Context: an optimization exercise on an open-source flow, tuned for small area, a short achievable clock period and few clock cycles per item. The choices shown serve that exercise and are no tape-out recipe. RTL that was checked went through simulation tests only; none was proved equivalent to the original. Power figures rest on the tool's default switching activity, not on a simulated workload.

Setup of lane 1:
==> flow/design.v <==
`default_nettype none
module xtea_add32 (
  input  wire logic [31:0] x,
  input  wire logic [31:0] y,
  input  wire logic        ci,
  output logic [31:0]      s
);
  logic [31:0] p0;
  logic [31:0] g [6];
  logic [31:0] p [6];
  always_comb begin
    p0   = x ^ y;
    p[0] = p0;
    g[0] = x & y;
    g[0][0] = g[0][0] | (p0[0] & ci);
    for (int l = 0; l < 5; l++) begin
      for (int i = 0; i < 32; i++) begin
        if (((i >> l) & 1) == 1) begin
          g[l+1][i] = g[l][i] | (p[l][i] & g[l][((i >> l) << l) - 1]);
          p[l+1][i] = p[l][i] & p[l][((i >> l) << l) - 1];
        end else begin
          g[l+1][i] = g[l][i];
          p[l+1][i] = p[l][i];
        end
      end
    end
    s = p0 ^ {g[5][30:0], ci};
  end
endmodule
`default_nettype wire
`default_nettype none
module xtea_block_cipher (
  input  wire logic        clk,
  input  wire logic        rst,
  input  wire logic        cfg_valid,
  output logic             cfg_ready,
  input  wire logic [2:0]  cfg_index,
  input  wire logic [31:0] cfg_data,
  input  wire logic        in_valid,
  output logic             in_stall,
  input  wire logic [64:0] in_data,
  output logic             out_valid,
  input  wire logic        out_stall,
  output logic [63:0]      out_data
);
  localparam logic [31:0] DELTA     = 32'h9E37_79B9;
  localparam logic [31:0] NEG_DELTA = 32'h61C8_8647;   
  logic [31:0] key [4];
  logic [6:0]  nrounds;
  logic [31:0] dec_sum;
  logic        init;       
  logic        pre;        
  logic        idle;       
  logic        busy;       
  logic        fin;        
  logic        outv;       
  logic        stall_q;    
  logic        ph;         
  logic [6:0]  cnt;
  logic        func;
  logic [31:0] a, b;
  logic [31:0] s;          
  logic [31:0] sk;         
  wire trigger   = rst || (cfg_valid && cfg_index == 3'd4);
  wire cnt_zero  = (cnt == 7'd0);
  wire n_zero    = (nrounds == 7'd0);
  wire accept    = idle && in_valid;
  wire in_dec    = in_data[64];
  logic [31:0] mixed, b_step, sk_sum;
  xtea_add32 u_add_mix (.x((b << 4) ^ (b >> 5)), .y(b), .ci(1'b0), .s(mixed));
  xtea_add32 u_add_b   (.x(a), .y(mixed ^ sk), .ci(func), .s(b_step));
  wire        last   = ph && (cnt == 7'd1);
  wire [31:0] x      = idle ? dec_sum : s;
  wire        neg    = idle || func;
  wire [1:0]  ksel   = (idle || (!ph ^ func)) ? x[12:11] : x[1:0];
  wire [31:0] kword  = key[ksel];
  xtea_add32 u_add_sk  (.x(x), .y(kword), .ci(1'b0), .s(sk_sum));
  wire [31:0] sk_nx  = sk_sum ^ {32{neg}};
  wire [31:0] s_add  = x + ((idle || (busy && func)) ? NEG_DELTA : DELTA);
  assign cfg_ready = 1'b1;
  assign in_stall  = stall_q;
  assign out_valid = outv;
  assign out_data  = {a, s};
  always_ff @(posedge clk) begin
    for (int i = 0; i < 4; i++) begin
      if (rst || (cfg_valid && cfg_index == 3'(i))) key[i] <= cfg_data & {32{!rst}};
    end
    if (rst)                                 nrounds <= 7'd32;
    else if (cfg_valid && cfg_index == 3'd4) nrounds <= cfg_data[6:0];
    if (pre && cnt_zero) dec_sum <= s;
  end
  always_ff @(posedge clk) begin
    if (trigger) begin
      init    <= 1'b1;
      pre     <= 1'b0;
      idle    <= 1'b0;
      busy    <= 1'b0;
      fin     <= 1'b0;
      outv    <= 1'b0;
      stall_q <= 1'b1;
    end else begin
      if (init) begin
        init <= 1'b0;
        pre  <= 1'b1;
      end
      if (pre && cnt_zero) begin
        pre     <= 1'b0;
        idle    <= 1'b1;
        stall_q <= 1'b0;
      end
      if (accept) begin
        idle    <= 1'b0;
        stall_q <= 1'b1;
        if (n_zero) fin  <= 1'b1;
        else        busy <= 1'b1;
      end
      if (busy && last) begin
        busy <= 1'b0;
        fin  <= 1'b1;
      end
      if (fin) begin
        fin  <= 1'b0;
        outv <= 1'b1;
      end
      if (outv && !out_stall) begin
        outv    <= 1'b0;
        idle    <= 1'b1;
        stall_q <= 1'b0;
      end
    end
  end
  always_ff @(posedge clk) begin
    if (init || idle) begin
      cnt <= nrounds;
    end else if (pre) begin
      if (!cnt_zero) cnt <= cnt - 7'd1;
    end else if (busy && ph) begin
      cnt <= cnt - 7'd1;
    end
    if (idle) begin
      func <= in_dec;
      ph   <= 1'b0;
    end else if (busy) begin
      ph <= !ph;
    end
  end
  always_ff @(posedge clk) begin
    if (init)                                s <= '0;
    else if (fin)                            s <= func ? a : b;
    else if (accept)                         s <= in_dec ? s_add : DELTA;
    else if ((pre && !cnt_zero) || (busy && ph)) s <= s_add;
    if (idle && !in_dec) sk <= key[0];
    else                 sk <= sk_nx;
  end
  always_ff @(posedge clk) begin
    if (idle)      a <= in_dec ? in_data[31:0] : in_data[63:32];
    else if (busy) a <= b;
    else if (fin && func) a <= b;
    b <= idle ? (in_dec ? in_data[63:32] : in_data[31:0]) : b_step;
  end
endmodule
`default_nettype wire
export LEC_CHECK = 0
export CAP_MARGIN = 20
export CORE_MARGIN = 2
export CORE_UTILIZATION = 40
export SLEW_MARGIN = 20
create_clock -name core_clock -period 12.0 [get_ports {clk}]
standard.sh (not shown) runs the stock make flow with config.mk's settings and CLKGATE_MAP_FILE= SYNTH_SCRIPT=/design/flow/synth_recipe.tcl, a recipe that flattens the netlist after the stock synthesis.
==> flow/flow/run.sh <==
#!/bin/bash
set -euo pipefail
bash standard.sh SETUP_SLACK_MARGIN=7 \
  "BUFFER_PORTS_ARGS=-buffer_cell sky130_fd_sc_hd__buf_1" \
  "CTS_ARGS=-sink_clustering_enable -repair_clock_nets -dont_use_dummy_load -buf_list {sky130_fd_sc_hd__clkbuf_1 sky130_fd_sc_hd__clkbuf_2}" \
  finish > standard_flow.log 2>&1
Testbench counts of lane 1, summed over its fixed seeds: cycles 34,616, items 512.
Relative to lane 1, the following input files were edited for lane 2:
diff --git a/flow/design.v b/flow/design.v
--- a/flow/design.v
+++ b/flow/design.v
@@ -71,5 +71,5 @@
   xtea_add32 u_add_b   (.x(a), .y(mixed ^ sk), .ci(func), .s(b_step));
   wire        last   = ph && (cnt == 7'd1);
-  wire [31:0] x      = idle ? dec_sum : s;
+  wire [31:0] x      = s;   
   wire        neg    = idle || func;
   wire [1:0]  ksel   = (idle || (!ph ^ func)) ? x[12:11] : x[1:0];
@@ -148,4 +148,5 @@
     if (init)                                s <= '0;
     else if (fin)                            s <= func ? a : b;
+    else if (outv)                           s <= out_stall ? s : dec_sum;
     else if (accept)                         s <= in_dec ? s_add : DELTA;
     else if ((pre && !cnt_zero) || (busy && ph)) s <= s_add;
==> run summary <==
Across both runs, total number of nets in the final design was lower for lane 2 than for lane 1. Per-cell via count in the routed design | lane 2 below lane 1. Lane 1 -> lane 2: wire length flat. Compared with lane 1, in lane 2 non-filler instance count after layout dropped 0.94%; standby leakage power dropped 0.13 nW; setup slack after placement climbed 430 ps; number of buffers and inverters on the critical path dropped 1. In the tables for lane 1 and lane 2, number of stages on the worst hold path reads lower with lane 1. Delta(average routed wire per standard cell, lane 2 - lane 1) > 0. Lane 2 vs lane 1 — total power density per cell area dropped 4.5%. Lane 2 against lane 1: first-pass GRT wire length now sits lower; total via count after detailed routing now sits lower; power consumed by sequential cells now sits at about the same level; final area now sits lower.
For lane 2, only the layout was checked, not whether the RTL still works.

what the ideal ports hide:
Ports are ideal in the flow. The routed layouts listed here were re-timed in OpenROAD.
Step 1, drivers: a clkbuf_16 drives clk and a buf_2 each remaining input, both assumed.
Step 2 also shifts input and output timing later by t, the mid clock arrival at the registers, as if the neighbouring blocks saw the same clock.
Three values: ideal ports, drivers, drivers and shift; two values: the first two.
run	shift t [ns]	setup slack, ns	hold WS [ns]	worst register clock-pin slew, ns	cell pins on the clock port's net
lane 1	0.899	7.218 / 7.218 / 7.218	0.399 / 0.399 / 0.399	0.11 / 0.11	1
lane 2	0.976	7.215 / 7.215 / 7.153	0.489 / 0.489 / 0.489	0.11 / 0.11	1
After both steps every run listed still meets setup and hold. For lane 2, which loses most, drivers alone change the setup slack by 0.000 ns; drivers and shift together by -0.062 ns.
